Context: an optimization exercise on an open-source flow, tuned for a short achievable clock period and few clock cycles. The choices shown serve that exercise and are no tape-out recipe.
The RTL was checked by simulation tests, not by an equivalence proof against the original design.
Power and IR drop assume default switching activity.

==> flow/design.v (excerpt) <==
module pcpu_top
(
	input logic clock,
	input logic reset,
	input logic i_enable,
	input logic i_start,
	input pcpu_pkg::word_t i_idata,
	input pcpu_pkg::word_t i_ddata,
	output pcpu_pkg::addr_t o_iaddr,
	output pcpu_pkg::addr_t o_daddr,
	output pcpu_pkg::word_t o_ddata,
	output logic o_dwe
);
	logic running;
	logic halted;
	logic adv;
	pcpu_pkg::addr_t pc;
	pcpu_pkg::addr_t pc_next;
	logic [5-1:0] f_op;
	pcpu_pkg::reg_idx_t f_d;
	pcpu_pkg::reg_idx_t f_a;
	pcpu_pkg::reg_idx_t f_b;
	pcpu_pkg::reg_idx_t f_ia;
	logic f_jump;
	logic f_br;
	logic f_halt;
	logic f_stall;
	logic f_bz;
	logic f_bnz;
	pcpu_pkg::addr_t f_seq;
	pcpu_pkg::addr_t f_target;
	pcpu_pkg::addr_t f_tgts [8];
	pcpu_pkg::addr_t pc_z0;
	pcpu_pkg::addr_t pc_z1;
	pcpu_pkg::addr_t f_seq2;
	pcpu_pkg::addr_t f_prev;
	logic f_nop;
	logic f_ctl;
	logic f_alu;
	logic f_ld;
	logic f_st;
	logic f_rr;
	logic f_immd;
	logic f_sub;
	pcpu_pkg::word_t f_fa;
	pcpu_pkg::word_t f_fb;
	pcpu_pkg::word_t f_fd;
	pcpu_pkg::word_t f_opb;
	logic ex_alu;  
	logic ex_ld;
	logic ex_st;
	logic ex_cin;  
	logic ex_and;
	logic ex_or;
	logic ex_xor;
	logic ex_a_ba;
	logic ex_a_bl;
	logic ex_b_ba;
	logic ex_b_bl;
  ...
Size in the first run: about 3500 cells after synthesis, roughly 820 flip-flops, ~69 I/O pins.
clock: 5.5 ns
lec_check: 0
cap_margin: 20
core_margin: 2
core_utilization: 40
setup_slack_margin: 3.0
slew_margin: 20
run.sh (not shown) runs the stock make flow with config.mk's settings and CLKGATE_MAP_FILE= SYNTH_SCRIPT=/design/flow/synth_recipe.tcl, a recipe that flattens the netlist after the stock synthesis.
Testbench counts at the start, summed over its fixed seeds: cycles 33,953.
Next try:
SETUP_SLACK_MARGIN = 2.6   (was 3.0)
Result: The new run completed with no timing, DRC or antenna violations; synthesized area does not change; power fell by 7.7%; hold slack improves by 0.0043 ns; cell area goes down by 7.9%; routed wire length is lower by 11%; worst setup slack is better by 0.062 ns; utilization is lower by 4.4 points; final cell count shrinks by 3.3%; maximum frequency increases by 1.8%; count of clock-buffer cells in the layout stays the same.
Next try:
SETUP_SLACK_MARGIN = 2.3   (was 2.6)
After rerunning: The new run produced a clean layout. Synthesized cell count is unchanged. Worst hold slack hardly moves. Design area falls by a few percent. Count of clock-buffer cells in the layout decreases by 10.

---

The RTL this note starts from:
==> flow/design.v <==
package pcpu_pkg;
	typedef logic [16-1:0] word_t;
	typedef logic [8-1:0] addr_t;
	typedef logic [3-1:0] reg_idx_t;
	typedef enum logic [5-1:0]
	{
		OP_NOP = 5'b00000,
		OP_HALT = 5'b00001,
		OP_LOAD = 5'b00010,
		OP_STORE = 5'b00011,
		OP_ADD = 5'b01000,
		OP_ADDI = 5'b01001,
		OP_SUB = 5'b01010,
		OP_AND = 5'b01101,
		OP_OR = 5'b01110,
		OP_XOR = 5'b01111,
		OP_LDIH = 5'b10000,
		OP_JUMP = 5'b11000,
		OP_BZ = 5'b11010,
		OP_BNZ = 5'b11011
	} opcode_t;
	typedef enum logic
	{
		RUN_IDLE = 1'b0,
		RUN_EXEC = 1'b1
	} run_state_t;
	localparam logic [16-1:0] NOP_IR = {OP_NOP, {(16-5){1'b0}}};
endpackage
import pcpu_pkg::*;
module pcpu_top
(
	input logic clock,
	input logic reset,
	input logic i_enable,
	input logic i_start,
	input pcpu_pkg::word_t i_idata,
	input pcpu_pkg::word_t i_ddata,
	output pcpu_pkg::addr_t o_iaddr,
	output pcpu_pkg::addr_t o_daddr,
	output pcpu_pkg::word_t o_ddata,
	output logic o_dwe
);
	logic running;
	logic halted;
	logic adv;
	pcpu_pkg::addr_t pc;
	pcpu_pkg::addr_t pc_next;
	logic [5-1:0] f_op;
	pcpu_pkg::reg_idx_t f_d;
	logic f_jump;
	logic f_br;
	logic f_halt;
	logic f_stall;
	logic f_taken;
	logic [7:0] f_base;
	logic f_alu;
	logic f_ld;
	logic f_st;
	pcpu_pkg::word_t ex_ir;
	logic ex_alu;  
	logic ex_ld;
	logic ex_st;
	logic ex_rr;  
	logic ex_imm_d;  
	logic ex_ldih;
	logic ex_sub;
	logic ex_and;
	logic ex_or;
	logic ex_xor;
	pcpu_pkg::reg_idx_t ex_d;
	pcpu_pkg::reg_idx_t ex_a;
	pcpu_pkg::reg_idx_t ex_b;
	pcpu_pkg::word_t va;
	pcpu_pkg::word_t vb;
	pcpu_pkg::word_t vd;
	pcpu_pkg::word_t opa;
	pcpu_pkg::word_t opb;
	pcpu_pkg::word_t ex_res;
	logic ex_z;
	logic z_next;
	logic zf;
	logic m_ld;
	logic m_st;
	pcpu_pkg::reg_idx_t m_d;
	pcpu_pkg::addr_t daddr;
	pcpu_pkg::word_t ddata;
	pcpu_pkg::word_t regs [8];
	function automatic pcpu_pkg::word_t rd(input pcpu_pkg::reg_idx_t r);
		if (m_ld && (m_d == r))
			rd = i_ddata;
		else
			rd = regs[r];
	endfunction
	assign adv = running || (i_enable && i_start && !m_st);
	always_ff @(posedge clock or posedge reset)
	begin
		if (reset)
			running <= 1'b0;
		else if (running)
			running <= i_enable;
		else
			running <= i_enable && i_start;
	end
	assign o_iaddr = pc;
	assign f_op = i_idata[15:11];
	assign f_d = i_idata[10:8];
	assign f_jump = (f_op == OP_JUMP);
	assign f_br = (f_op == OP_BZ) || (f_op == OP_BNZ);
	assign f_halt = (f_op == OP_HALT);
	assign f_ld = (f_op == OP_LOAD);
	assign f_st = (f_op == OP_STORE);
	always_comb
	begin
		case (f_op)
			OP_ADD, OP_ADDI, OP_SUB, OP_AND, OP_OR, OP_XOR, OP_LDIH:
				f_alu = 1'b1;
			default:
				f_alu = 1'b0;
		endcase
	end
	always_comb
	begin
		f_stall = 1'b0;
		if (ex_alu && (ex_d == f_d))
			f_base = ex_res[7:0];
		else if (ex_ld && (ex_d == f_d))
		begin
			f_base = regs[f_d][7:0];
			f_stall = f_br;  
		end
		else if (m_ld && (m_d == f_d))
			f_base = i_ddata[7:0];
		else
			f_base = regs[f_d][7:0];
	end
	assign z_next = ex_alu ? ex_z : zf;
	assign f_taken = f_br && (z_next == (f_op == OP_BZ));
	always_comb
	begin
		if (f_jump)
			pc_next = i_idata[7:0];
		else if (f_taken)
			pc_next = f_base + i_idata[7:0];
		else
			pc_next = pc + 1'b1;
	end
	always_ff @(posedge clock or posedge reset)
	begin
		if (reset)
		begin
			pc <= '0;
			halted <= 1'b0;
			ex_alu <= 1'b0;
			ex_ld <= 1'b0;
			ex_st <= 1'b0;
		end
		else if (adv)
		begin
			if (halted || f_halt || f_stall)
			begin
				halted <= halted || f_halt;
				ex_alu <= 1'b0;
				ex_ld <= 1'b0;
				ex_st <= 1'b0;
			end
			else
			begin
				pc <= pc_next;
				ex_alu <= f_alu;
				ex_ld <= f_ld;
				ex_st <= f_st;
			end
		end
	end
	always_ff @(posedge clock)
	begin
		if (adv)
		begin
			ex_ir <= i_idata;
			ex_rr <= (f_op == OP_ADD) || (f_op == OP_SUB) || (f_op == OP_AND)
				|| (f_op == OP_OR) || (f_op == OP_XOR);
			ex_imm_d <= (f_op == OP_ADDI) || (f_op == OP_LDIH);
			ex_ldih <= (f_op == OP_LDIH);
			ex_sub <= (f_op == OP_SUB);
			ex_and <= (f_op == OP_AND);
			ex_or <= (f_op == OP_OR);
			ex_xor <= (f_op == OP_XOR);
		end
	end
	assign ex_d = ex_ir[10:8];
	assign ex_a = ex_ir[6:4];
	assign ex_b = ex_ir[2:0];
	always_comb
	begin
		va = rd(ex_a);
		vb = rd(ex_b);
		vd = rd(ex_d);
	end
	always_comb
	begin
		opa = ex_imm_d ? vd : va;
		if (ex_rr)
			opb = vb;
		else if (ex_ldih)
			opb = {ex_ir[7:0], 8'd0};
		else
			opb = {8'd0, ex_ir[7:0]};
	end
	always_comb
	begin
		if (ex_sub)
			ex_res = opa - opb;
		else if (ex_and)
			ex_res = opa & opb;
		else if (ex_or)
			ex_res = opa | opb;
		else if (ex_xor)
			ex_res = opa ^ opb;
		else
			ex_res = opa + opb;
	end
	always_comb
	begin
		if (ex_sub || ex_xor)
			ex_z = (opa == opb);
		else if (ex_and)
			ex_z = ~|(opa & opb);
		else if (ex_or)
			ex_z = ~|(opa | opb);
		else
			ex_z = ((opa ^ opb) == {opa[14:0] | opb[14:0], 1'b0});
	end
	always_ff @(posedge clock or posedge reset)
	begin
		if (reset)
		begin
			zf <= 1'b0;
			m_ld <= 1'b0;
			m_st <= 1'b0;
			for (int i = 0; i < 8; i++)
				regs[i] <= '0;
		end
		else if (adv)
		begin
			if (ex_alu)
				zf <= ex_z;
			m_ld <= ex_ld;
			m_st <= ex_st;
			for (int i = 0; i < 8; i++)
			begin
				if (ex_alu && (ex_d == i))
					regs[i] <= ex_res;
				else if (m_ld && (m_d == i))
					regs[i] <= i_ddata;
			end
		end
	end
	always_ff @(posedge clock)
	begin
		if (adv)
		begin
			m_d <= ex_d;
			daddr <= va[7:0] + {4'd0, ex_ir[3:0]};
			ddata <= vd;
		end
	end
	assign o_daddr = daddr;
	assign o_ddata = ddata;
	assign o_dwe = m_st && running && !reset;
endmodule
export LEC_CHECK = 0
export CAP_MARGIN = 20
export CORE_MARGIN = 2
export CORE_UTILIZATION = 40
export SETUP_SLACK_MARGIN = 2.0
export SLEW_MARGIN = 20
create_clock -name core_clock -period 5.5 [get_ports {clock}]
Testbench counts at the start, summed over its fixed seeds: cycles 39,107.
Change:
--- a/flow/config.mk
+++ b/flow/config.mk
@@ -9,4 +9,3 @@
 export CORE_MARGIN = 2
 export CORE_UTILIZATION = 40
-export SETUP_SLACK_MARGIN = 2.0
 export SLEW_MARGIN = 20
Synthesized cell count stays the same. Synthesized area is unchanged. Critical path depth drops by 6. Sequential share of layout area came out higher by 2.7 points. Hold slack is worse by 0.0051 ns. Via count decreases by 4.8%. Global-route usage drops by 1.5 points. Total power fell by 12%. Flip-flop and latch count does not change.

[static timing again, ports no longer ideal]
The results above use ideal ports. As a check the final layouts listed here were re-extracted and re-timed, cells and wires unchanged.
Step 1: set_driving_cell puts a clkbuf_16 on clock and a buf_2 on each other input, an assumption about the parent block.
Step 2 moves the port delays by t, midway between the first and last clock arrival at a register: inputs arrive t later, outputs are due t later. That takes back most of the time a late clock gives input paths.
a / b / c = ideal / step 1 / step 2; a / b = the first two.
run	shift t [ns]	setup WS [ns]	worst data-port slew with drivers (ns)
the first run of note 1	0.759	2.017 / 2.017 / 1.297	0.29
the second run of note 1	0.758	2.079 / 2.079 / 1.367	0.14
the third run of note 1	0.762	1.970 / 1.970 / 1.368	0.15
the first run of note 2	0.547	0.517 / 0.517 / 0.061	0.05
the second run of note 2	0.518	0.264 / 0.264 / -0.063	0.05
With both steps, setup timing fails in the second run of note 2, where it was met with ideal ports. The setup slack of the first run of note 1, which loses most, moves by 0.000 ns with the drivers and by -0.720 ns with both steps.
